Source: an optimization exercise on an open RTL-to-GDS flow (aim: a short achievable clock period and few clock cycles per item). Production flows keep margins and buffers that such runs may drop.
At most, simulation tests tie the RTL to the original design; equivalence was not proved.
For run 2, only the layout was checked, not whether the RTL still works.

==> design/flow/design.v <==
`timescale 1ns/1ns
`default_nettype none
package mdPkg;
  localparam int XLen           = 32;
  localparam int CountWidth     = 6;
  localparam int MaxRespCredits = 2;
  localparam int ReqCredits     = 1;
  typedef enum logic [2:0] {
    opMul    = 3'b000,
    opMulh   = 3'b001,
    opMulhsu = 3'b010,
    opMulhu  = 3'b011,
    opDiv    = 3'b100,
    opDivu   = 3'b101,
    opRem    = 3'b110,
    opRemu   = 3'b111
  } mdOp_t;
  typedef struct packed {
    mdOp_t           op;
    logic [XLen-1:0] lOp;
    logic [XLen-1:0] rOp;
  } mdReq_t;
  typedef struct packed {
    mdOp_t           op;
    logic [XLen-1:0] magL;
    logic [XLen-1:0] magR;
    logic            negResult;
    logic            negRem;
    logic            divByZero;
    logic            divOverflow;
  } mdOperands_t;
  typedef struct packed {
    logic [XLen-1:0] result;
    logic            divByZero;
    logic            divOverflow;
  } mdResp_t;
endpackage
`default_nettype wire
`timescale 1ns/1ns
`default_nettype none
module multDivUnit (
  input  logic        clk,
  input  logic        reset,
  input  logic [2:0]  reqOp,
  input  logic [31:0] reqLOp,
  input  logic [31:0] reqROp,
  input  logic        reqValid,
  output logic        reqCredit,
  output logic [31:0] respResult,
  output logic        respDivByZero,
  output logic        respDivOverflow,
  output logic        respValid,
  input  logic        respCredit
);
  localparam int RB  = 4;              
  localparam int NM  = (1 << RB) - 1;  
  localparam int MW  = 32 + RB;        
  localparam logic [2:0] sIdle  = 3'd0;
  localparam logic [2:0] sDivIt = 3'd1;
  localparam logic [2:0] sOut   = 3'd2;
  localparam logic [2:0] sMul   = 3'd3;
  localparam logic [2:0] sPow   = 3'd4;
  localparam logic [1:0] oMul  = 2'd0;
  localparam logic [1:0] oFast = 2'd1;
  localparam logic [1:0] oDiv  = 2'd2;
  localparam logic [1:0] oPow  = 2'd3;
  logic [31:0] L;
  logic [31:0] R;
  assign L = reqLOp;
  assign R = reqROp;
  logic        dSigned;
  logic        negL;
  logic        negR;
  logic [31:0] tL;
  logic [31:0] tR;
  logic [31:0] magL0;
  logic [31:0] magR0;
  logic        dbz0;
  logic        ovf0;
  logic        less0;
  logic        fast0;
  logic [31:0] fastRes0;
  assign dSigned = reqOp[2] && !reqOp[0];
  assign negL    = dSigned && L[31];
  assign negR    = dSigned && R[31];
  assign tL      = L ^ {32{negL}};
  assign tR      = R ^ {32{negR}};
  assign magL0   = tL + {31'd0, negL};
  assign magR0   = tR + {31'd0, negR};
  assign dbz0    = (L == 32'd0);
  assign ovf0    = dSigned && (L == 32'hffff_ffff) && (R == 32'h8000_0000);
  logic [32:0] low;
  logic        multi;
  logic        contig;
  logic        pow0;
  logic [31:0] kOne;
  logic [4:0]  kBin0;
  logic [31:0] mask0;
  always_comb begin
    low[0] = 1'b0;
    for (int i = 1; i <= 32; i++) low[i] = low[i-1] || L[i-1];
    multi  = 1'b0;
    contig = 1'b1;
    for (int i = 0; i < 32; i++) begin
      kOne[i]  = L[i] && !low[i];
      mask0[i] = !low[i+1];
      multi    = multi || (L[i] && low[i]);
    end
    for (int i = 0; i < 31; i++) contig = contig && !(L[i] && !L[i+1]);
    kBin0 = '0;
    for (int i = 0; i < 32; i++) kBin0 = kBin0 | (kOne[i] ? 5'(i) : 5'd0);
  end
  assign pow0 = negL ? contig : (low[32] && !multi);
  logic [33:0] sR;
  logic [33:0] sL;
  logic [33:0] aRmL;
  logic [33:0] aLmR;
  logic [33:0] aRpL;
  logic [33:0] aNRNL;
  assign sR    = {{2{negR}}, R};
  assign sL    = {{2{negL}}, L};
  assign aRmL  = sR - sL;
  assign aLmR  = sL - sR;
  assign aRpL  = sR + sL;
  assign aNRNL = ~sR + ~sL + 34'd2;
  always_comb begin
    case ({negR, negL})
      2'b00:   less0 = aRmL[33];
      2'b11:   less0 = aLmR[33];
      2'b01:   less0 = aRpL[33];
      default: less0 = aNRNL[33];
    endcase
  end
  assign fast0 = dbz0 || ovf0 || less0;
  always_comb begin
    if (reqOp[1]) fastRes0 = ovf0 ? 32'd0 : R;
    else if (dbz0) fastRes0 = 32'hffff_ffff;
    else if (ovf0) fastRes0 = 32'h8000_0000;
    else fastRes0 = 32'd0;
  end
  logic [33:0] zL;
  logic [33:0] zT;
  logic [33:0] zR;
  logic [32:0] eR;
  logic [9:1]  geI;
  logic [8:1]  iters0;
  logic [63:0] aligned0;
  always_comb begin
    zL[0] = 1'b1;
    zT[0] = 1'b1;
    for (int k = 1; k <= 32; k++) begin
      zL[k] = zL[k-1] && !tL[32-k];
      zT[k] = zT[k-1] && !tR[32-k];
    end
    zL[33] = 1'b0;
    zT[33] = 1'b0;
  end
  assign zR = negR ? {1'b0, zT[33:1]} : zT;
  for (genvar k = 0; k <= 32; k++) begin : g_eR
    assign eR[k] = zR[k] && !zR[k+1];
  end
  always_comb begin
    geI[1] = 1'b1;
    for (int i = 2; i <= 8; i++) begin
      geI[i] = 1'b0;
      for (int k = 0; k + 4*i - 4 <= 32; k++) geI[i] = geI[i] || (eR[k] && zL[k+4*i-4]);
    end
    geI[9] = 1'b0;
  end
  assign iters0 = geI[8:1];
  always_comb begin
    aligned0 = '0;
    for (int i = 1; i <= 8; i++)
      aligned0 = aligned0 | ((geI[i] && !geI[i+1]) ? ({magR0, 32'd0} >> (4*i)) : 64'd0);
  end
  function automatic logic [MW-1:0] multRow(input int j, input int k,
                                            input logic [MW-1:0] t);
    int p;
    case (j)
      1:  p = (k == 0) ? 1 : 0;
      2:  p = (k == 0) ? 2 : 0;
      3:  p = (k == 0) ? 1 : (k == 1) ? 2 : 0;
      4:  p = (k == 0) ? 4 : 0;
      5:  p = (k == 0) ? 1 : (k == 1) ? 4 : 0;
      6:  p = (k == 0) ? 2 : (k == 1) ? 4 : 0;
      7:  p = (k == 0) ? -1 : (k == 1) ? 8 : 0;
      8:  p = (k == 0) ? 8 : 0;
      9:  p = (k == 0) ? 1 : (k == 1) ? 8 : 0;
      10: p = (k == 0) ? 2 : (k == 1) ? 8 : 0;
      11: p = (k == 0) ? 1 : (k == 1) ? 2 : 8;
      12: p = (k == 0) ? 4 : (k == 1) ? 8 : 0;
      13: p = (k == 0) ? 1 : (k == 1) ? 4 : 8;
      14: p = (k == 0) ? -2 : (k == 1) ? 16 : 0;
      default: p = (k == 0) ? -1 : (k == 1) ? 16 : 0;
    endcase
    case (p)
      1:  multRow = t;
      2:  multRow = t << 1;
      4:  multRow = t << 2;
      8:  multRow = t << 3;
      16: multRow = t << 4;
      -1: multRow = ~t;
      -2: multRow = ~(t << 1);
      default: multRow = '0;
    endcase
  endfunction
  function automatic logic [MW-1:0] multConst(input int j, input logic n);
    multConst = (n ? MW'(j) : '0) + ((j == 7 || j == 14 || j == 15) ? MW'(1) : '0);
  endfunction
  logic [NM:1][MW-1:0] mult0;
  for (genvar j = 1; j <= NM; j++) begin : g_mult
    logic [MW-1:0] r0, r1, r2, r3;
    logic [MW-1:0] s1, c1, s2, c2;
    assign r0 = multRow(j, 0, MW'(tL));
    assign r1 = multRow(j, 1, MW'(tL));
    assign r2 = multRow(j, 2, MW'(tL));
    assign r3 = multConst(j, negL);
    assign s1 = r0 ^ r1 ^ r2;
    assign c1 = ((r0 & r1) | (r0 & r2) | (r1 & r2)) << 1;
    assign s2 = s1 ^ c1 ^ r3;
    assign c2 = ((s1 & c1) | (s1 & r3) | (c1 & r3)) << 1;
    assign mult0[j] = s2 + c2;
  end
  logic        mSL;
  logic        mSR;
  logic [63:0] A64;
  logic [33:0] B34;
  assign mSL = (reqOp == 3'd1) || (reqOp == 3'd2);
  assign mSR = (reqOp == 3'd1);
  assign A64 = {{32{mSL && L[31]}}, L};
  assign B34 = {{2{mSR && R[31]}}, R};
  logic [17:0][63:0] pp;
  for (genvar i = 0; i < 17; i++) begin : g_booth
    logic b1, b0, bm;
    logic one, two, neg;
    logic [63:0] mag;
    assign b1  = B34[2*i+1];
    assign b0  = B34[2*i];
    if (i == 0) begin : g_first
      assign bm = 1'b0;
    end else begin : g_rest
      assign bm = B34[2*i-1];
    end
    assign one = b0 ^ bm;
    assign two = (b1 && !b0 && !bm) || (!b1 && b0 && bm);
    assign neg = b1;
    assign mag = one ? A64 : (two ? {A64[62:0], 1'b0} : 64'd0);
    assign pp[i] = ({64{neg}} ^ mag) << (2 * i);
  end
  always_comb begin
    pp[17] = 64'd0;
    for (int i = 0; i < 17; i++) pp[17][2*i] = B34[2*i+1];
  end
  logic [11:0][63:0] t1;
  logic [7:0][63:0]  t2;
  logic [5:0][63:0]  t3;
  logic [3:0][63:0]  t4;
  logic [2:0][63:0]  t5;
  for (genvar k = 0; k < 6; k++) begin : g_l1
    assign t1[2*k]   = pp[3*k] ^ pp[3*k+1] ^ pp[3*k+2];
    assign t1[2*k+1] = ((pp[3*k] & pp[3*k+1]) | (pp[3*k] & pp[3*k+2]) |
                        (pp[3*k+1] & pp[3*k+2])) << 1;
  end
  for (genvar k = 0; k < 4; k++) begin : g_l2
    assign t2[2*k]   = t1[3*k] ^ t1[3*k+1] ^ t1[3*k+2];
    assign t2[2*k+1] = ((t1[3*k] & t1[3*k+1]) | (t1[3*k] & t1[3*k+2]) |
                        (t1[3*k+1] & t1[3*k+2])) << 1;
  end
  for (genvar k = 0; k < 2; k++) begin : g_l3
    assign t3[2*k]   = t2[3*k] ^ t2[3*k+1] ^ t2[3*k+2];
    assign t3[2*k+1] = ((t2[3*k] & t2[3*k+1]) | (t2[3*k] & t2[3*k+2]) |
                        (t2[3*k+1] & t2[3*k+2])) << 1;
  end
  assign t3[4] = t2[6];
  assign t3[5] = t2[7];
  for (genvar k = 0; k < 2; k++) begin : g_l4
    assign t4[2*k]   = t3[3*k] ^ t3[3*k+1] ^ t3[3*k+2];
    assign t4[2*k+1] = ((t3[3*k] & t3[3*k+1]) | (t3[3*k] & t3[3*k+2]) |
                        (t3[3*k+1] & t3[3*k+2])) << 1;
  end
  assign t5[0] = t4[0] ^ t4[1] ^ t4[2];
  assign t5[1] = ((t4[0] & t4[1]) | (t4[0] & t4[2]) | (t4[1] & t4[2])) << 1;
  assign t5[2] = t4[3];
  logic [2:0] state;
  logic [1:0] outSel;
  logic [1:0] respCredits;
  logic       creditHeld;
  logic       accept;
  logic [8:1] itCnt;
  assign accept    = (state == sIdle) && reqValid;
  assign respValid = (state == sOut) && (respCredits != 2'd0);
  always_ff @(posedge clk) begin
    if (reset) begin
      state       <= sIdle;
      reqCredit   <= 1'b0;
      creditHeld  <= 1'b0;
      respCredits <= 2'd0;
    end else begin
      reqCredit <= respValid ||
                   ((state == sIdle) && !creditHeld && !reqCredit);
      if (reqCredit) creditHeld <= 1'b1;
      else if (accept) creditHeld <= 1'b0;
      if (respCredit && !respValid) respCredits <= respCredits + 2'd1;
      else if (!respCredit && respValid) respCredits <= respCredits - 2'd1;
      case (state)
        sIdle:   if (reqValid) state <= !reqOp[2] ? sMul :
                                        fast0 ? sOut : pow0 ? sPow : sDivIt;
        sPow:    state <= sOut;
        sMul:    state <= sOut;
        sDivIt:  if (!itCnt[2]) state <= sOut;
        sOut:    if (respValid) state <= sIdle;
        default: state <= sIdle;
      endcase
    end
  end
  logic [1:0]          opR;
  logic [31:0]         magR;
  logic [4:0]          kBin;
  logic [31:0]         mask;
  logic                negQR;
  logic                negRemR;
  logic                dbzR;
  logic                ovfR;
  logic [31:0]         fastRes;
  logic [2:0][63:0]    prodRows;
  logic [NM:1][MW-1:0] mult;
  always_ff @(posedge clk) begin
    if (accept) begin
      opR      <= reqOp[1:0];
      outSel   <= !reqOp[2] ? oMul : fast0 ? oFast : pow0 ? oPow : oDiv;
      magR     <= magR0;
      kBin     <= kBin0;
      mask     <= mask0;
      negQR    <= negL ^ negR;
      negRemR  <= negR;
      dbzR     <= reqOp[2] && dbz0;
      ovfR     <= reqOp[2] && ovf0;
      fastRes  <= fastRes0;
      prodRows <= t5;
      mult     <= mult0;
    end
  end
  logic [31:0] prReg;
  logic [31:0] prmReg;
  logic [31:0] dReg;
  logic [31:0] qReg;
  logic [31:0] qmReg;
  logic [MW-1:0]    x;
  logic [MW-1:0]    xm;
  logic [NM+1:1]    ge;
  logic [32*NM-1:0] diff;
  logic [32*NM-1:0] diffm;
  logic [NM:0]      sel;
  logic [RB-1:0]    digit;
  logic [RB-1:0]    digitm;
  logic [31:0]      npr;
  logic [31:0]      nprm;
  assign x  = {prReg, dReg[31:32-RB]};
  assign xm = x - MW'(1);
  for (genvar j = 1; j <= NM; j++) begin : g_sub
    logic [MW:0] d;
    logic [MW:0] dm;
    assign d     = {1'b0, x} - {1'b0, mult[j]};
    assign dm    = {1'b0, x} + {1'b1, ~mult[j]};
    assign ge[j] = !d[MW];
    assign diff[32*(j-1) +: 32]  = d[31:0];
    assign diffm[32*(j-1) +: 32] = dm[31:0];
  end
  assign ge[NM+1] = 1'b0;
  assign sel[0] = !ge[1];
  for (genvar j = 1; j <= NM; j++) begin : g_sel
    assign sel[j] = ge[j] && !ge[j+1];
  end
  always_comb begin
    npr   = sel[0] ? x[31:0] : 32'd0;
    nprm  = sel[0] ? xm[31:0] : 32'd0;
    digit = '0;
    for (int j = 1; j <= NM; j++) begin
      npr   = npr  | (sel[j] ? diff[32*(j-1) +: 32] : 32'd0);
      nprm  = nprm | (sel[j] ? diffm[32*(j-1) +: 32] : 32'd0);
      digit = digit | (sel[j] ? RB'(j) : RB'(0));
    end
  end
  assign digitm = digit - RB'(1);
  always_ff @(posedge clk) begin
    if (accept) begin
      prReg <= aligned0[63:32];
      dReg  <= aligned0[31:0];
      qReg  <= 32'd0;
      qmReg <= 32'hffff_ffff;
      itCnt <= iters0;
    end else if (state == sDivIt) begin
      prReg  <= npr;
      prmReg <= nprm;
      dReg   <= dReg << RB;
      qReg   <= {qReg[31-RB:0], digit};
      qmReg  <= sel[0] ? {qmReg[31-RB:0], {RB{1'b1}}} : {qReg[31-RB:0], digitm};
      itCnt  <= itCnt >> 1;
    end
  end
  logic [1:0][63:0] t6;
  logic [63:0]      product;
  logic [31:0]      mulRes;
  logic [31:0]      divRes;
  assign t6[0] = prodRows[0] ^ prodRows[1] ^ prodRows[2];
  assign t6[1] = ((prodRows[0] & prodRows[1]) | (prodRows[0] & prodRows[2]) |
                  (prodRows[1] & prodRows[2])) << 1;
  assign product = t6[0] + t6[1];
  always_ff @(posedge clk) begin
    if (state == sMul) mulRes <= (opR == 2'd0) ? product[31:0] : product[63:32];
  end
  always_comb begin
    if (opR[1]) divRes = negRemR ? ~prmReg : prReg;
    else        divRes = negQR ? ~qmReg : qReg;
  end
  logic [31:0] powQ;
  logic [31:0] powR;
  logic [31:0] qMag;
  logic [31:0] rMag;
  assign qMag = magR >> kBin;
  assign rMag = magR & mask;
  always_ff @(posedge clk) begin
    if (state == sPow) begin
      powQ <= negQR ? -qMag : qMag;
      powR <= negRemR ? -rMag : rMag;
    end
  end
  always_comb begin
    case (outSel)
      oMul:    respResult = mulRes;
      oFast:   respResult = fastRes;
      oPow:    respResult = opR[1] ? powR : powQ;
      default: respResult = divRes;
    endcase
  end
  assign respDivByZero   = dbzR;
  assign respDivOverflow = ovfR;
endmodule
`default_nettype wire
==> design/flow/run.sh <==
#!/bin/bash
# synth_recipe.tcl (not shown) runs the flow's synth.tcl, then flattens the netlist and writes it again
# the make line also repeats each setting of config.mk as NAME=value (left out here)
make -C /OpenROAD-flow-scripts/flow DESIGN_CONFIG=/design/flow/config.mk WORK_HOME=/design/flow/orfs CLKGATE_MAP_FILE= SYNTH_SCRIPT=/design/flow/synth_recipe.tcl finish
==> design/flow/config.mk <==
export PLATFORM = sky130hd
export DESIGN_NAME = multDivUnit
export DESIGN_NICKNAME = multDivUnit
export VERILOG_FILES = /design/flow/design.v
export SDC_FILE = /design/flow/constraint.sdc
export NUM_CORES = 4
export LEC_CHECK = 0
export CAP_MARGIN = 20
export CORE_MARGIN = 2
export CORE_UTILIZATION = 30
export SETUP_SLACK_MARGIN = 1.3
export SLEW_MARGIN = 20
==> design/flow/constraint.sdc <==
create_clock -name core_clock -period 6.0 [get_ports {clk}]
set_input_delay 1.2000 -clock core_clock [delete_from_list [all_inputs] [get_ports {clk}]]
set_output_delay 1.2000 -clock core_clock [all_outputs]
set_load 0.01 [all_outputs]
==> out/qor.yml, run 1 <==
cells_and_area:
  nNetsFinal: 21622
  drive_gt1_frac: 0.304
  fin_area_mm2: 0.189
  final_common_cell: "buf_4"
  fill_cells: 44849
  area_growth_syn_to_layout_pct: 40.9
  multi_input_area_mm2: 0.111
  largest_reg_flops: 302
  register_area_mm2: 0.0247
  final_cell_mix: "buf_4 (3211), xnor2_1 (1415), nand2_1 (1295)"
  final_util: 0.424
  top_register: "mult"
  reg.largest.list: "mult: 302 flops, prodRows: 164 flops"
synth:
  ys_seq_elements: 845
  syn_area_per_cell_um2: 8.06
  async_flop_share: 0
  synth_nets: 18585
  netlist_instances: 16601
  synth-edff-count: 774
  synth.distinct_cells: 112
  ys_warn_count: 1
  ys_seq_area_frac: 0.184
  synth_area_mm2: 0.134
  synthFlopType: "edfxtp_1"
route:
  vias: 155349
  viasPerCell: 6.04
  wl_per_cell_um: 39.3
  dr.pass1.iters: 9
  first_iter_violations: 20442
  antenna_left: 0
  drt-total-wl_um: 1010000
  drcViolationCount: 0
worst_setup_path:
  reg2reg_slack_ns: 0.68
  r2r-start: "mult[409]$_DFFE_PP_"
  critPathArrivalTime_ns: 5.97
  startpoint_type: "input port"
  reg2reg_depth: 15
  cp-end-kind: "flop"
  r2r-end: "prReg[27]$_DFFE_PP_"
  critPathRequiredTime_ns: 6.49
  crit_path_max_fanout: 3
  path_class: "in -> reg"
clock_network:
  cts_hold_buf: 0
  cts.sinks: 845
  h-tree-depth: 3
  clkTransAtPathRegs_ns: 0.07
  clk_latency_ns: 0.83
  cts_tree: "done"
  numCtsBuffers: 103
  cts_root_buffer: "clkbuf_16"
  cts_max_path_buffers: 3
worst_hold_path:
  hp-class: "reg -> reg"
  hold_start: "qReg[30]$_SDFFE_PP0N_"
  min_to: "qReg[30]$_SDFFE_PP0N_"
  min_path_cells: 2
die:
  die_x_um: 672
  die_y_um: 672
  io_pins: 107
  start_util: 0.301
  coreArea_mm2: 0.445
  rows: 245
  dieArea_mm2: 0.451
placement:
  port_buffers: 106
  dpl.hpwl_um: 839000
  detailed_place.area_mm2: 0.166
  gp_congestion: 1.14
status:
  outcome: "complete, but fails checks"
  so_faults: "max-capacitance violations"
global_route:
  grt_pass1_vias: 143355
  grt_pass1_wl_um: 1300000
  use_met2: 0.633
  top_usage_layer: "met2"
  grtUsageTotal: 0.424
  antenna_found_initial: 136
  grt_use_met1: 0.526
  use_met3: 0.0953
  gr-total-overflow: 0
  grt_max_degree: 170
timing:
  rsz0062_at_grt: "true"
  slew_headroom: 0.00664
  min_period_ns: 5.48
  maxSlewViolCount: 0
  setup_viol: 0
  tightest_slew_ns: 1.48
  final_hold_viol_count: 0
  setup_tns_ns: 0
  fmax_mhz: 182
  fin_crit_sh: 0.914
  worst_clock_skew_ns: 0.109
flow_run:
  cap_viol_max_count: 1
## per-layer routing
metal | up-vias | share of wire
met3 | 2695 | 0.096
met4 | 62 | 0.10
li1 | 65587 | -
met1 | 77270 | 0.39
met2 | 9735 | 0.41
met5 | - | 0.00042
## layout make-up
type / count / share of cell area
Sequential cell: 845 / 0.131
Clock buffer: 115 / 0.0141
Antenna cell: 74 / 0.000982
Inverter: 1255 / 0.0260
Timing Repair Buffer: 4074 / 0.197
Clock inverter: 79 / 0.00551
Multi-Input combinational cell: 13359 / 0.586
Tap cell: 5928 / 0.0393
## timing repair
action,CTS,global route
setup buffers,120,483
cloned,6,35
gates resized for setup,580,2235
setup endpoints to repair,518,433
pin swaps,218,824
## synth_stat cells (all sizes together) (155+ instances only)
cell    number  share of area
nand4      285          0.013
nor3       265          0.010
xor2       556          0.036
o21ai     1123          0.042
xnor2     1533           0.10
nand3      253         0.0095
nand2     1355          0.038
o21a       176         0.0099
a31oi      208         0.0097
clkbuf     933          0.026
o22ai      155         0.0072
a22oi      571          0.032
buf        209         0.0068
inv       1232          0.035
nor2      1217          0.034
fa         586          0.088
o21bai     181          0.010
a21oi     1438          0.054
ha        1327           0.12
a21o       340          0.019
edfxtp     774           0.17
## metrics by stage
step / setup slack [ns] / hold slack (ns) / std cells
3_3_place_gp: -1.07 / 0.440 / 24815
2_1_floorplan: -0.587 / 0.429 / 16601
6_report: 0.516 / 0.459 / 25729
3_5_place_dp: -0.898 / 0.452 / 24816
5_1_grt: 0.442 / 0.486 / 25661
4_1_cts: 0.475 / 0.461 / 25136
## critical path: stages
cell and delay, ns:
buf_2 0.15, clkinvlp_4 0.27, ha_1 0.47, ha_1 0.33, ha_1 0.24, fa_2 0.43
a211o_4 0.38, a2111oi_4 0.39, o211ai_1 0.19, a2111o_1 0.49, o211ai_1 0.23, buf_4 0.17
a21boi_4 0.07, nor3_4 0.16, nor3_2 0.06, a2111oi_2 0.29, o21bai_1 0.18, a31o_2 0.26
## worst max path at each step
stage	from	end	cells after the start
finish	reqLOp[0]	mult[395]$_DFFE_PP_	18
floorplan	reqOp[2]	mult[395]$_DFFE_PP_	28
global route	reqOp[0]	mult[395]$_DFFE_PP_	21
global placement	reqOp[0]	prodRows[60]$_DFFE_PP_	16
CTS	reqOp[0]	mult[395]$_DFFE_PP_	22
detailed placement	reqOp[0]	prodRows[58]$_DFFE_PP_	16
## kinds of logic after synthesis
kind of cell | count (synthesis) | share of synthesized area
AO/OA/AOI/OAI | 5088 | 0.241
XOR/XNOR | 2089 | 0.137
adder cells (fa/ha/maj) | 1920 | 0.212
buffers and inverters | 2397 | 0.0682
flip-flops | 845 | 0.184
multiplexers | 183 | 0.0177
AND/OR/NAND/NOR | 4079 | 0.140
Testbench counts, summed over its fixed seeds: cycles 13,513, ops 3,200.
==> run 2: changes to the inputs <==
--- a/design/flow/design.v
+++ b/design/flow/design.v
@@ -55,15 +55,13 @@
   localparam int RB  = 4;              
   localparam int NM  = (1 << RB) - 1;  
   localparam int MW  = 32 + RB;        
-  localparam logic [2:0] sIdle  = 3'd0;
-  localparam logic [2:0] sDivIt = 3'd1;
-  localparam logic [2:0] sOut   = 3'd2;
-  localparam logic [2:0] sMul   = 3'd3;
-  localparam logic [2:0] sPow   = 3'd4;
+  localparam logic [1:0] sIdle  = 2'd0;
+  localparam logic [1:0] sDivIt = 2'd1;
+  localparam logic [1:0] sOut   = 2'd2;
+  localparam logic [1:0] sMul   = 2'd3;
   localparam logic [1:0] oMul  = 2'd0;
   localparam logic [1:0] oFast = 2'd1;
   localparam logic [1:0] oDiv  = 2'd2;
-  localparam logic [1:0] oPow  = 2'd3;
   logic [31:0] L;
   logic [31:0] R;
   assign L = reqLOp;
@@ -89,28 +87,6 @@
   assign magR0   = tR + {31'd0, negR};
   assign dbz0    = (L == 32'd0);
   assign ovf0    = dSigned && (L == 32'hffff_ffff) && (R == 32'h8000_0000);
-  logic [32:0] low;
-  logic        multi;
-  logic        contig;
-  logic        pow0;
-  logic [31:0] kOne;
-  logic [4:0]  kBin0;
-  logic [31:0] mask0;
-  always_comb begin
-    low[0] = 1'b0;
-    for (int i = 1; i <= 32; i++) low[i] = low[i-1] || L[i-1];
-    multi  = 1'b0;
-    contig = 1'b1;
-    for (int i = 0; i < 32; i++) begin
-      kOne[i]  = L[i] && !low[i];
-      mask0[i] = !low[i+1];
-      multi    = multi || (L[i] && low[i]);
-    end
-    for (int i = 0; i < 31; i++) contig = contig && !(L[i] && !L[i+1]);
-    kBin0 = '0;
-    for (int i = 0; i < 32; i++) kBin0 = kBin0 | (kOne[i] ? 5'(i) : 5'd0);
-  end
-  assign pow0 = negL ? contig : (low[32] && !multi);
   logic [33:0] sR;
   logic [33:0] sL;
   logic [33:0] aRmL;
@@ -281,7 +257,7 @@
   assign t5[0] = t4[0] ^ t4[1] ^ t4[2];
   assign t5[1] = ((t4[0] & t4[1]) | (t4[0] & t4[2]) | (t4[1] & t4[2])) << 1;
   assign t5[2] = t4[3];
-  logic [2:0] state;
+  logic [1:0] state;
   logic [1:0] outSel;
   logic [1:0] respCredits;
   logic       creditHeld;
@@ -303,9 +279,7 @@
       if (respCredit && !respValid) respCredits <= respCredits + 2'd1;
       else if (!respCredit && respValid) respCredits <= respCredits - 2'd1;
       case (state)
-        sIdle:   if (reqValid) state <= !reqOp[2] ? sMul :
-                                        fast0 ? sOut : pow0 ? sPow : sDivIt;
-        sPow:    state <= sOut;
+        sIdle:   if (reqValid) state <= !reqOp[2] ? sMul : (fast0 ? sOut : sDivIt);
         sMul:    state <= sOut;
         sDivIt:  if (!itCnt[2]) state <= sOut;
         sOut:    if (respValid) state <= sIdle;
@@ -314,9 +288,6 @@
     end
   end
   logic [1:0]          opR;
-  logic [31:0]         magR;
-  logic [4:0]          kBin;
-  logic [31:0]         mask;
   logic                negQR;
   logic                negRemR;
   logic                dbzR;
@@ -327,10 +298,7 @@
   always_ff @(posedge clk) begin
     if (accept) begin
       opR      <= reqOp[1:0];
-      outSel   <= !reqOp[2] ? oMul : fast0 ? oFast : pow0 ? oPow : oDiv;
-      magR     <= magR0;
-      kBin     <= kBin0;
-      mask     <= mask0;
+      outSel   <= !reqOp[2] ? oMul : (fast0 ? oFast : oDiv);
       negQR    <= negL ^ negR;
       negRemR  <= negR;
       dbzR     <= reqOp[2] && dbz0;
@@ -413,23 +381,10 @@
     if (opR[1]) divRes = negRemR ? ~prmReg : prReg;
     else        divRes = negQR ? ~qmReg : qReg;
   end
-  logic [31:0] powQ;
-  logic [31:0] powR;
-  logic [31:0] qMag;
-  logic [31:0] rMag;
-  assign qMag = magR >> kBin;
-  assign rMag = magR & mask;
-  always_ff @(posedge clk) begin
-    if (state == sPow) begin
-      powQ <= negQR ? -qMag : qMag;
-      powR <= negRemR ? -rMag : rMag;
-    end
-  end
   always_comb begin
     case (outSel)
       oMul:    respResult = mulRes;
       oFast:   respResult = fastRes;
-      oPow:    respResult = opR[1] ? powR : powQ;
       default: respResult = divRes;
     endcase
   end
==> run 2 against run 1 <==
Now clean on timing, DRC and antenna. Via count shrank 4.8%. First-iteration DRC count is 10% higher. Synthesized cell count down 5.7%. Flip-flop and latch count decreased by 134. Die area fell by 6.6%. Count of clock-buffer cells in the layout grew 4. Routed wire length shrank 6.6%. Critical path type unchanged. Critical endpoint is now prodRows[63]$_DFFE_PP_. Largest cell class unchanged.
==> out/qor.yml, run 2 <==
status:
  outcome: "timing/DRC/antenna clean"
clock_network:
  cts_tree: "done"
  cts_root_buffer: "clkbuf_16"
  h-tree-depth: 3
  numCtsBuffers: 103
  cts.sinks: 711
  clk_latency_ns: 0.95
  cts_max_path_buffers: 4
  clkTransAtPathRegs_ns: 0.06
flow_run:
  cap_viol_max_count: 0
timing:
  fmax_mhz: 188
  whs_ns: 0.452
  rsz0062_at_grt: "true"
  min_period_ns: 5.33
  final_hold_viol_count: 0
  tightest_slew_ns: 1.37
  maxSlewViolCount: 0
  slew_headroom: 0.0788
  worst_clock_skew_ns: 0.119
  setup_tns_ns: 0
  fin_crit_sh: 0.888
  setup_viol: 0
cells_and_area:
  fill_cells: 41768
  largest_reg_flops: 302
  fin_cells: 24288
  drive_gt1_frac: 0.304
  top_register: "mult"
  nNetsFinal: 20527
  final_common_cell: "buf_4"
  area_growth_syn_to_layout_pct: 42.0
  final_cell_mix: "buf_4 (3022), xnor2_1 (1382), a21oi_1 (1203)"
  reg.largest.list: "mult: 302 flops, prodRows: 164 flops"
global_route:
  grt_pass1_vias: 133634
  grt_pass1_wl_um: 1210000
  gr-total-overflow: 0
  antenna_found_initial: 153
  grt_max_degree: 144
  grtUsageTotal: 0.421
synth:
  ys_warn_count: 1
  yosysMostFrequentCell: "xnor2_1"
  synth_nets: 17610
  netlist_instances: 15657
  ys_seq_elements: 711
  yosys-top-cells-count: "xnor2_1 (1504), a21oi_1 (1380), ha_1 (1296)"
  synthFlopType: "edfxtp_1"
  synth.distinct_cells: 118
  async_flop_share: 0
  syn_area_per_cell_um2: 7.98
  ys_seq_area_frac: 0.165
  ys_top_cells_by_area: "edfxtp_1 (15%), ha_1 (13%), xnor2_1 (11%)"
  yosys.area.top_type_share: 0.154
  synth_area_mm2: 0.125
  synth-edff-count: 641
  synth_area_leader_cell: "edfxtp_1"
die:
  die_y_um: 649
  coreArea_mm2: 0.414
  rows: 236
  dieArea_mm2: 0.422
  die_x_um: 649
  start_util: 0.302
  io_pins: 107
worst_setup_path:
  startpoint_type: "input port"
  path_class: "in -> reg"
  critPathRequiredTime_ns: 6.65
  crit_path_max_fanout: 4
  cp-end-kind: "flop"
  crit_start: "reqOp[0]"
  critPathArrivalTime_ns: 5.98
  r2r-start: "dReg[28]$_DFFE_PP_"
  reg2reg_depth: 25
worst_hold_path:
  hold_start: "qReg[29]$_SDFFE_PP0P_"
  min_path_cells: 2
  hp-class: "reg -> reg"
placement:
  gp_congestion: 1.17
  dpl.hpwl_um: 777000
  port_buffers: 106
  place_inst: 23378
route:
  drt-total-wl_um: 945000
  wl_per_cell_um: 38.9
  viasPerCell: 6.09
  vias: 147819
  drcViolationCount: 0
  dr.pass1.iters: 7
  first_iter_violations: 22521
  antenna_left: 0
run 2: timing repair:
item | in CTS | in global routing
endpoints found under the setup margin | 399 | 399
hold buffers | 0 | 0
buffers inserted | 150 | 370
resized for setup | 626 | 1827
cloned | 16 | 27
pin swaps | 167 | 730
run 2: routing by layer:
metal	share of wire	global-route usage
met1	0.39	0.550
met4	0.091	0.300
met3	0.13	0.136
met5	0.00043	0
met2	0.39	0.579
run 2: worst paths after layout:
check | endpoint | slack [ns]
worst max-delay path | prodRows[63]$_DFFE_PP_ | 0.67
worst min-delay path | qReg[29]$_SDFFE_PP0P_ | 0.45
worst max register to register | prmReg[19]$_DFFE_PP_ | 0.71
worst min register to register | qReg[29]$_SDFFE_PP0P_ | 0.45
run 2: cell families (layout without fill, tap and decap cells):
family	Yosys count	count (layout)	share of synthesized area
multiplexers	281	281	0.0227
buffers and inverters	2253	5253	0.0695
AO/OA/AOI/OAI	4598	4598	0.233
AND/OR/NAND/NOR	3868	3868	0.141
adder cells (fa/ha/maj)	1882	1882	0.224
other	0	157	0
flip-flops	711	711	0.165
XOR/XNOR	2064	2064	0.145
run 2: area by class of cell:
type / count / area [um2] / area share
multi-input combinational: 12693 / 105000 / 0.594
clock inverter: 69 / 788 / 0.00444
clock buffer: 119 / 2690 / 0.0152
timing repair buffer: 3905 / 36000 / 0.203
sequential: 711 / 20600 / 0.116
inverter: 1160 / 4560 / 0.0257
antenna: 157 / 393 / 0.00221
tap: 5474 / 6850 / 0.0386
run 2: critical path: stages:
cell and delay, ns:
buf_8 0.10, buf_12 0.14, xor2_4 0.25, and2_4 0.22, nand2_4 0.05, buf_6 0.12
buf_6 0.11, buf_8 0.13, nor2_4 0.09, xnor2_2 0.13, inv_1 0.09, fa_2 0.58
fa_2 0.52, buf_6 0.16, fa_2 0.63, clkinvlp_4 0.16, buf_6 0.14, fa_2 0.56
xnor2_2 0.13, xnor2_1 0.16, xnor2_1 0.16, xnor2_1 0.09
run 2: through the flow:
step	instance area (um2)	utilization	setup slack, ns
2_1_floorplan	127000	-	-0.0913
3_3_place_gp	157000	0.379	-0.853
3_5_place_dp	157000	0.379	-0.809
4_1_cts	165000	0.399	0.591
5_1_grt	177000	0.428	0.597
6_report	177000	0.428	0.670
==> run 3: changes to the inputs <==
--- a/design/flow/design.v
+++ b/design/flow/design.v
@@ -55,13 +55,16 @@
   localparam int RB  = 4;              
   localparam int NM  = (1 << RB) - 1;  
   localparam int MW  = 32 + RB;        
-  localparam logic [1:0] sIdle  = 2'd0;
-  localparam logic [1:0] sDivIt = 2'd1;
-  localparam logic [1:0] sOut   = 2'd2;
-  localparam logic [1:0] sMul   = 2'd3;
-  localparam logic [1:0] oMul  = 2'd0;
-  localparam logic [1:0] oFast = 2'd1;
-  localparam logic [1:0] oDiv  = 2'd2;
+  localparam logic [2:0] sIdle  = 3'd0;
+  localparam logic [2:0] sDivIt = 3'd1;
+  localparam logic [2:0] sOut   = 3'd2;
+  localparam logic [2:0] sMul   = 3'd3;
+  localparam logic [2:0] sPow   = 3'd4;
+  localparam int oMul  = 0;
+  localparam int oFast = 1;
+  localparam int oDiv  = 2;
+  localparam int oPow  = 3;
+  localparam int oMulS = 4;
   logic [31:0] L;
   logic [31:0] R;
   assign L = reqLOp;
@@ -87,6 +90,28 @@
   assign magR0   = tR + {31'd0, negR};
   assign dbz0    = (L == 32'd0);
   assign ovf0    = dSigned && (L == 32'hffff_ffff) && (R == 32'h8000_0000);
+  logic [32:0] low;
+  logic        multi;
+  logic        contig;
+  logic        pow0;
+  logic [31:0] kOne;
+  logic [4:0]  kBin0;
+  logic [31:0] mask0;
+  always_comb begin
+    low[0] = 1'b0;
+    for (int i = 1; i <= 32; i++) low[i] = low[i-1] || L[i-1];
+    multi  = 1'b0;
+    contig = 1'b1;
+    for (int i = 0; i < 32; i++) begin
+      kOne[i]  = L[i] && !low[i];
+      mask0[i] = !low[i+1];
+      multi    = multi || (L[i] && low[i]);
+    end
+    for (int i = 0; i < 31; i++) contig = contig && !(L[i] && !L[i+1]);
+    kBin0 = '0;
+    for (int i = 0; i < 32; i++) kBin0 = kBin0 | (kOne[i] ? 5'(i) : 5'd0);
+  end
+  assign pow0 = negL ? contig : (low[32] && !multi);
   logic [33:0] sR;
   logic [33:0] sL;
   logic [33:0] aRmL;
@@ -183,20 +208,53 @@
   function automatic logic [MW-1:0] multConst(input int j, input logic n);
     multConst = (n ? MW'(j) : '0) + ((j == 7 || j == 14 || j == 15) ? MW'(1) : '0);
   endfunction
+  logic [31:0]         notL;
   logic [NM:1][MW-1:0] mult0;
+  assign notL = ~L;
   for (genvar j = 1; j <= NM; j++) begin : g_mult
     logic [MW-1:0] r0, r1, r2, r3;
     logic [MW-1:0] s1, c1, s2, c2;
-    assign r0 = multRow(j, 0, MW'(tL));
-    assign r1 = multRow(j, 1, MW'(tL));
-    assign r2 = multRow(j, 2, MW'(tL));
-    assign r3 = multConst(j, negL);
+    logic [MW-1:0] n0, n1, n2, n3;
+    logic [MW-1:0] ns1, nc1, ns2, nc2;
+    logic [MW-1:0] mPos, mNeg;
+    assign r0 = multRow(j, 0, MW'(L));
+    assign r1 = multRow(j, 1, MW'(L));
+    assign r2 = multRow(j, 2, MW'(L));
+    assign r3 = multConst(j, 1'b0);
     assign s1 = r0 ^ r1 ^ r2;
     assign c1 = ((r0 & r1) | (r0 & r2) | (r1 & r2)) << 1;
     assign s2 = s1 ^ c1 ^ r3;
     assign c2 = ((s1 & c1) | (s1 & r3) | (c1 & r3)) << 1;
-    assign mult0[j] = s2 + c2;
-  end
+    assign mPos = s2 + c2;
+    assign n0 = multRow(j, 0, MW'(notL));
+    assign n1 = multRow(j, 1, MW'(notL));
+    assign n2 = multRow(j, 2, MW'(notL));
+    assign n3 = multConst(j, 1'b1);
+    assign ns1 = n0 ^ n1 ^ n2;
+    assign nc1 = ((n0 & n1) | (n0 & n2) | (n1 & n2)) << 1;
+    assign ns2 = ns1 ^ nc1 ^ n3;
+    assign nc2 = ((ns1 & nc1) | (ns1 & n3) | (nc1 & n3)) << 1;
+    assign mNeg = ns2 + nc2;
+    assign mult0[j] = negL ? mNeg : mPos;
+  end
+  logic        sLs;
+  logic        sRs;
+  logic        smallL;
+  logic        smallR;
+  logic        smallMul0;
+  logic [63:0] aL;
+  logic [63:0] aR;
+  logic [63:0] sA0, sA1, sB0, sB1;
+  logic [15:0] gA, pA, gB, pB;
+  assign sLs    = (reqOp[1:0] != 2'd3);
+  assign sRs    = !reqOp[1];
+  assign aL     = {{32{sLs && L[31]}}, L};
+  assign aR     = {{32{sRs && R[31]}}, R};
+  assign smallL = (L[31:9] == {23{sLs && L[31]}});
+  assign smallR = (R[31:9] == {23{sRs && R[31]}});
+  assign smallMul0 = smallL || smallR;
+  smallMul i_smallR (.a(aL), .b(R[9:0]), .sum0(sA0), .sum1(sA1), .blkG(gA), .blkP(pA));
+  smallMul i_smallL (.a(aR), .b(L[9:0]), .sum0(sB0), .sum1(sB1), .blkG(gB), .blkP(pB));
   logic        mSL;
   logic        mSR;
   logic [63:0] A64;
@@ -231,7 +289,6 @@
   logic [7:0][63:0]  t2;
   logic [5:0][63:0]  t3;
   logic [3:0][63:0]  t4;
-  logic [2:0][63:0]  t5;
   for (genvar k = 0; k < 6; k++) begin : g_l1
     assign t1[2*k]   = pp[3*k] ^ pp[3*k+1] ^ pp[3*k+2];
     assign t1[2*k+1] = ((pp[3*k] & pp[3*k+1]) | (pp[3*k] & pp[3*k+2]) |
@@ -254,11 +311,8 @@
     assign t4[2*k+1] = ((t3[3*k] & t3[3*k+1]) | (t3[3*k] & t3[3*k+2]) |
                         (t3[3*k+1] & t3[3*k+2])) << 1;
   end
-  assign t5[0] = t4[0] ^ t4[1] ^ t4[2];
-  assign t5[1] = ((t4[0] & t4[1]) | (t4[0] & t4[2]) | (t4[1] & t4[2])) << 1;
-  assign t5[2] = t4[3];
-  logic [1:0] state;
-  logic [1:0] outSel;
+  logic [2:0] state;
+  logic [4:0] outSel;
   logic [1:0] respCredits;
   logic       creditHeld;
   logic       accept;
@@ -279,7 +333,9 @@
       if (respCredit && !respValid) respCredits <= respCredits + 2'd1;
       else if (!respCredit && respValid) respCredits <= respCredits - 2'd1;
       case (state)
-        sIdle:   if (reqValid) state <= !reqOp[2] ? sMul : (fast0 ? sOut : sDivIt);
+        sIdle:   if (reqValid) state <= !reqOp[2] ? (smallMul0 ? sOut : sMul) :
+                                        fast0 ? sOut : pow0 ? sPow : sDivIt;
+        sPow:    state <= sOut;
         sMul:    state <= sOut;
         sDivIt:  if (!itCnt[2]) state <= sOut;
         sOut:    if (respValid) state <= sIdle;
@@ -288,23 +344,39 @@
     end
   end
   logic [1:0]          opR;
+  logic [63:0]         sSum0;
+  logic [63:0]         sSum1;
+  logic [15:0]         sG;
+  logic [15:0]         sP;
+  logic [31:0]         magR;
+  logic [4:0]          kBin;
+  logic [31:0]         mask;
   logic                negQR;
   logic                negRemR;
   logic                dbzR;
   logic                ovfR;
   logic [31:0]         fastRes;
-  logic [2:0][63:0]    prodRows;
+  logic [3:0][63:0]    prodRows;
   logic [NM:1][MW-1:0] mult;
   always_ff @(posedge clk) begin
     if (accept) begin
       opR      <= reqOp[1:0];
-      outSel   <= !reqOp[2] ? oMul : (fast0 ? oFast : oDiv);
+      outSel   <= '0;
+      if (!reqOp[2]) outSel[smallMul0 ? oMulS : oMul] <= 1'b1;
+      else outSel[fast0 ? oFast : pow0 ? oPow : oDiv] <= 1'b1;
+      sSum0    <= smallR ? sA0 : sB0;
+      sSum1    <= smallR ? sA1 : sB1;
+      sG       <= smallR ? gA : gB;
+      sP       <= smallR ? pA : pB;
+      magR     <= magR0;
+      kBin     <= kBin0;
+      mask     <= mask0;
       negQR    <= negL ^ negR;
       negRemR  <= negR;
       dbzR     <= reqOp[2] && dbz0;
       ovfR     <= reqOp[2] && ovf0;
       fastRes  <= fastRes0;
-      prodRows <= t5;
+      prodRows <= t4;
       mult     <= mult0;
     end
   end
@@ -366,13 +438,17 @@
       itCnt  <= itCnt >> 1;
     end
   end
+  logic [2:0][63:0] t5;
   logic [1:0][63:0] t6;
   logic [63:0]      product;
   logic [31:0]      mulRes;
   logic [31:0]      divRes;
-  assign t6[0] = prodRows[0] ^ prodRows[1] ^ prodRows[2];
-  assign t6[1] = ((prodRows[0] & prodRows[1]) | (prodRows[0] & prodRows[2]) |
+  assign t5[0] = prodRows[0] ^ prodRows[1] ^ prodRows[2];
+  assign t5[1] = ((prodRows[0] & prodRows[1]) | (prodRows[0] & prodRows[2]) |
                   (prodRows[1] & prodRows[2])) << 1;
+  assign t5[2] = prodRows[3];
+  assign t6[0] = t5[0] ^ t5[1] ^ t5[2];
+  assign t6[1] = ((t5[0] & t5[1]) | (t5[0] & t5[2]) | (t5[1] & t5[2])) << 1;
   assign product = t6[0] + t6[1];
   always_ff @(posedge clk) begin
     if (state == sMul) mulRes <= (opR == 2'd0) ? product[31:0] : product[63:32];
@@ -381,14 +457,100 @@
     if (opR[1]) divRes = negRemR ? ~prmReg : prReg;
     else        divRes = negQR ? ~qmReg : qReg;
   end
-  always_comb begin
-    case (outSel)
-      oMul:    respResult = mulRes;
-      oFast:   respResult = fastRes;
-      default: respResult = divRes;
-    endcase
+  logic [31:0] powQ;
+  logic [31:0] powR;
+  logic [31:0] qMag;
+  logic [31:0] rMag;
+  assign qMag = magR >> kBin;
+  assign rMag = magR & mask;
+  always_ff @(posedge clk) begin
+    if (state == sPow) begin
+      powQ <= negQR ? -qMag : qMag;
+      powR <= negRemR ? -rMag : rMag;
+    end
   end
+  logic [15:0] pg0, pp0, pg1, pp1, pg2, pp2, pg3, pp3;
+  logic [15:0] blkC;
+  logic [63:0] sProd;
+  logic [31:0] mulSRes;
+  always_comb begin
+    for (int b = 0; b < 16; b++) begin
+      pg0[b] = sG[b];
+      pp0[b] = sP[b];
+    end
+    for (int b = 0; b < 16; b++) begin
+      pg1[b] = (b >= 1) ? (pg0[b] || (pp0[b] && pg0[b-1])) : pg0[b];
+      pp1[b] = (b >= 1) ? (pp0[b] && pp0[b-1]) : pp0[b];
+    end
+    for (int b = 0; b < 16; b++) begin
+      pg2[b] = (b >= 2) ? (pg1[b] || (pp1[b] && pg1[b-2])) : pg1[b];
+      pp2[b] = (b >= 2) ? (pp1[b] && pp1[b-2]) : pp1[b];
+    end
+    for (int b = 0; b < 16; b++) begin
+      pg3[b] = (b >= 4) ? (pg2[b] || (pp2[b] && pg2[b-4])) : pg2[b];
+      pp3[b] = (b >= 4) ? (pp2[b] && pp2[b-4]) : pp2[b];
+    end
+    for (int b = 0; b < 16; b++) blkC[b] = (b >= 8) ? (pg3[b] || (pp3[b] && pg3[b-8])) : pg3[b];
+    sProd[3:0] = sSum0[3:0];
+    for (int b = 1; b < 16; b++) sProd[4*b +: 4] = blkC[b-1] ? sSum1[4*b +: 4] : sSum0[4*b +: 4];
+  end
+  assign mulSRes = (opR == 2'd0) ? sProd[31:0] : sProd[63:32];
+  assign respResult = ({32{outSel[oMul]}}  & mulRes) |
+                      ({32{outSel[oMulS]}} & mulSRes) |
+                      ({32{outSel[oFast]}} & fastRes) |
+                      ({32{outSel[oPow]}}  & (opR[1] ? powR : powQ)) |
+                      ({32{outSel[oDiv]}}  & divRes);
   assign respDivByZero   = dbzR;
   assign respDivOverflow = ovfR;
 endmodule
+module smallMul (
+  input  logic [63:0] a,
+  input  logic [9:0]  b,
+  output logic [63:0] sum0,
+  output logic [63:0] sum1,
+  output logic [15:0] blkG,
+  output logic [15:0] blkP
+);
+  logic [5:0][63:0] pp;
+  for (genvar i = 0; i < 5; i++) begin : g_booth
+    logic b1, b0, bm;
+    logic one, two, neg;
+    logic [63:0] mag;
+    assign b1 = b[2*i+1];
+    assign b0 = b[2*i];
+    if (i == 0) begin : g_first
+      assign bm = 1'b0;
+    end else begin : g_rest
+      assign bm = b[2*i-1];
+    end
+    assign one = b0 ^ bm;
+    assign two = (b1 && !b0 && !bm) || (!b1 && b0 && bm);
+    assign neg = b1;
+    assign mag = one ? a : (two ? {a[62:0], 1'b0} : 64'd0);
+    assign pp[i] = ({64{neg}} ^ mag) << (2 * i);
+  end
+  always_comb begin
+    pp[5] = 64'd0;
+    for (int i = 0; i < 5; i++) pp[5][2*i] = b[2*i+1];
+  end
+  logic [63:0] s1, c1, s2, c2, s3, c3, s4, c4;
+  assign s1 = pp[0] ^ pp[1] ^ pp[2];
+  assign c1 = ((pp[0] & pp[1]) | (pp[0] & pp[2]) | (pp[1] & pp[2])) << 1;
+  assign s2 = pp[3] ^ pp[4] ^ pp[5];
+  assign c2 = ((pp[3] & pp[4]) | (pp[3] & pp[5]) | (pp[4] & pp[5])) << 1;
+  assign s3 = s1 ^ c1 ^ s2;
+  assign c3 = ((s1 & c1) | (s1 & s2) | (c1 & s2)) << 1;
+  assign s4 = s3 ^ c3 ^ c2;
+  assign c4 = ((s3 & c3) | (s3 & c2) | (c3 & c2)) << 1;
+  for (genvar k = 0; k < 16; k++) begin : g_blk
+    logic [4:0] t0;
+    logic [4:0] t1;
+    assign t0 = {1'b0, s4[4*k +: 4]} + {1'b0, c4[4*k +: 4]};
+    assign t1 = {1'b0, s4[4*k +: 4]} + {1'b0, c4[4*k +: 4]} + 5'd1;
+    assign sum0[4*k +: 4] = t0[3:0];
+    assign sum1[4*k +: 4] = t1[3:0];
+    assign blkG[k] = t0[4];
+    assign blkP[k] = t1[4];
+  end
+endmodule
 `default_nettype wire
==> design/flow/config.mk (replaced) <==
export PLATFORM = sky130hd
export DESIGN_NAME = multDivUnit
export DESIGN_NICKNAME = multDivUnit
export VERILOG_FILES = /design/flow/design.v
export SDC_FILE = /design/flow/constraint.sdc
export NUM_CORES = 4
export LEC_CHECK = 0
export CAP_MARGIN = 40
export CORE_MARGIN = 2
export CORE_UTILIZATION = 35
export SETUP_SLACK_MARGIN = 1.3
export SLEW_MARGIN = 30
==> run 3 against run 2 <==
Still clean on timing, DRC and antenna. Maximum frequency decreased by 5.5%. Sequential share of layout area grew 1.5 points. Area after synthesis is 36% higher. Worst hold slack lost 0.0011 ns. Via count increased by 27%. Cell count grew 24%. Clock skew down 0.020 ns. Worst setup slack got worse by 0.31 ns. Critical endpoint is now prReg[27]$_DFFE_PP_. Highest routed layer unchanged.
==> out/qor.yml, run 3 <==
worst_setup_path:
  cpMostUsedCell: "buf_4"
  slowest_stage: "a221oi_1"
  cp_top_family: "compound AO/OA/AOI/OAI gates"
  critPathArrivalTime_ns: 6.32
  crit_cells: 16
  r2r-end: "prReg[27]$_DFFE_PP_"
  cp_num_buf_inv: 5
  crit_path_max_fanout: 5
  r2r-start: "mult[399]$_DFFE_PP_"
  critPathRequiredTime_ns: 6.68
  cp-end-kind: "flop"
  path_cells: "inv_1, buf_4, ha_1, a21oi_1, o21bai_2, buf_4, a221oi_1, o21ai_0, a21oi_1, xnor2_1, a222oi_1, o211ai_1, nor4_2, buf_4, a22oi_2, buf_4"
  startpoint_type: "flop"
  reg2reg_slack_ns: 0.36
  path_class: "reg -> reg"
  slowest_delay_ns: 0.84
  reg2reg_depth: 16
synth:
  ys_warn_count: 2
  netlist_instances: 20635
  synth_nets: 23758
  yosys.area.top_type_share: 0.166
  synth.distinct_cells: 104
  synth_area_leader_cell: "edfxtp_1"
  syn_area_per_cell_um2: 8.25
  synth_area_mm2: 0.170
  ys_top_cells_by_area: "edfxtp_1 (17%), ha_1 (16%), fa_1 (10%)"
  ys_seq_area_frac: 0.174
  yosys-top-cells-count: "ha_1 (2202), nand2_1 (1832), a21oi_1 (1783)"
  async_flop_share: 0
  ys_seq_elements: 1012
  synth-edff-count: 941
  synthFlopType: "edfxtp_1"
  yosysMostFrequentCell: "ha_1"
die:
  die_x_um: 701
  coreArea_mm2: 0.485
  rows: 256
  die_y_um: 701
  dieArea_mm2: 0.492
  start_util: 0.351
  io_pins: 107
cells_and_area:
  drive_gt1_frac: 0.255
  largest_reg_flops: 301
  final_cell_mix: "buf_4 (3187), ha_1 (1983), nand2_1 (1764)"
  final_common_cell: "buf_4"
  area_growth_syn_to_layout_pct: 32.8
  reg.largest.list: "mult: 301 flops, prodRows: 216 flops, sSum0: 46 flops"
  nNetsFinal: 26659
  top_register: "mult"
global_route:
  grtUsageTotal: 0.442
  grt_max_degree: 128
  grt_pass1_vias: 175989
  grt_pass1_wl_um: 1490000
  antenna_found_initial: 139
  gr-total-overflow: 0
placement:
  gp_congestion: 1.17
  dp_slack_ns: -0.707
  port_buffers: 106
  dpl.hpwl_um: 939000
route:
  drcViolationCount: 0
  vias: 187346
  antenna_left: 0
  dr.pass1.iters: 7
  drt-total-wl_um: 1150000
  wl_per_cell_um: 38.0
  viasPerCell: 6.21
  first_iter_violations: 24458
clock_network:
  clk_latency_ns: 0.97
  h-tree-depth: 4
  cts_max_path_buffers: 4
  cts.sinks: 1012
  cts_tree: "done"
  clkTransAtPathRegs_ns: 0.06
  cts_root_buffer: "clkbuf_16"
  numCtsBuffers: 140
  cts_hold_buf: 0
timing:
  whs_ns: 0.451
  setup_ws_ns: 0.358
  fin_crit_sh: 0.940
  setup_viol: 0
  worst_clock_skew_ns: 0.0993
  tightest_slew_ns: 1.18
  setup_tns_ns: 0
  fmax_mhz: 177
  rsz0062_at_grt: "true"
  slew_headroom: 0.214
  min_period_ns: 5.64
  maxSlewViolCount: 0
  final_hold_viol_count: 0
status:
  outcome: "timing/DRC/antenna clean"
worst_hold_path:
  hold_start: "qReg[30]$_SDFFE_PP0N_"
  min_path_cells: 2
  min_to: "qReg[30]$_SDFFE_PP0N_"
  hp-class: "reg -> reg"
flow_run:
  cap_viol_max_count: 0
-- run 3: cell types whose count changed in the layout (fill, tap and decap cells not counted), sizes merged, moves of 341 or more --
cell | previous run | this run
inv | 1140 | 1687
o21ai | 999 | 1467
a21oi | 1380 | 1783
ha | 1296 | 2202
a21o | 316 | 657
nand2 | 1219 | 1832
-- run 3: logic make-up after synthesis --
logic type,count (synthesis),share of synthesized area
AOI/OAI and AO/OA,6299,0.234
xor gates and xnor gates,2327,0.120
adders and majority gates,3055,0.262
buffers and inverters,2971,0.0660
DFF,1012,0.174
muxes,221,0.0159
and+or+nand+nor,4750,0.128
-- run 3: how the worst max path moves through the flow --
stage | slack, ns | start | endpoint
after global placement | -0.73 | reqROp[2] | sSum1[11]$_DFFE_PP_
after CTS | 0.38 | pp0[1]$_DFFE_PP_ | respResult[5]
final | 0.36 | mult[399]$_DFFE_PP_ | prReg[27]$_DFFE_PP_
after floorplan | -0.02 | reqLOp[3] | mult[395]$_DFFE_PP_
after global routing | 0.33 | pg0[0]$_DFFE_PP_ | respResult[4]
after detailed placement | -0.71 | reqROp[2] | sSum1[14]$_DFFE_PP_
-- run 3: through the flow --
stage	instances	utilization	area [um2]
2_1_floorplan	20635	-	171000
3_3_place_gp	29336	0.421	204000
3_5_place_dp	29365	0.421	204000
4_1_cts	29746	0.439	213000
5_1_grt	30111	0.466	226000
6_report	30170	0.466	226000
-- run 3: cell type report --
class	count	area [um2]
tap	6450	8070
clock inverter	86	930
fill	47670	259000
inverter	1711	6620
clock buffer	161	3640
sequential	1012	29700
multi-input combinational	16654	140000
antenna	79	198
timing repair buffer	4017	37000
-- run 3: metal layers --
layer  global-route usage  vias up  share of wire
li1                     -    79454              -
met5            0.0000980        -        0.00034
met2                0.635    11910           0.40
met3                0.122     3611           0.11
met4                0.409       42           0.12
met1                0.533    92329           0.37
-- run 3: what timing repair did --
action | CTS | global route
endpoints found under the setup margin | 561 | 638
gates resized for setup | 616 | 2157
cloned | 4 | 27
endpoints found under the hold margin | 0 | 0
setup buffers | 130 | 295
pin swaps | 164 | 922
-- run 3: worst min-delay path, delay by kind of cell (launching register included) --
kind | cells | cell delay, ns
flops | 1 | 0.30
simple gates | 2 | 0.11
Testbench counts of run 3, summed over its fixed seeds: cycles 12,768, ops 3,200.

==> separate check: timing with driven ports <==
No port has a modelled driver above. Below, the same layouts with a new extraction and two added sets of constraints. Step 1, drivers: a clkbuf_16 drives clk and a buf_2 each remaining input, both assumed. Step 2 moves the port delays by t, midway between the first and last clock arrival at a register: inputs arrive t later, outputs are due t later. That takes back most of the time a late clock gives input paths. a / b / c = ideal ports / drivers / drivers and shift; a / b = the first two.
run	shift t [ns]	setup WS [ns]	slew at the worst register clock pin (ns)	pins driven straight from the clock port
run 1	0.884	0.516 / 0.596 / -0.289	0.10 / 0.10	1
run 2	1.015	0.670 / 0.711 / -0.274	0.09 / 0.09	1
run 3	1.030	0.358 / 0.279 / -0.382	0.09 / 0.09	1
The setup slack of run 2, which loses most, moves by +0.041 ns with the drivers and by -0.944 ns with both steps.
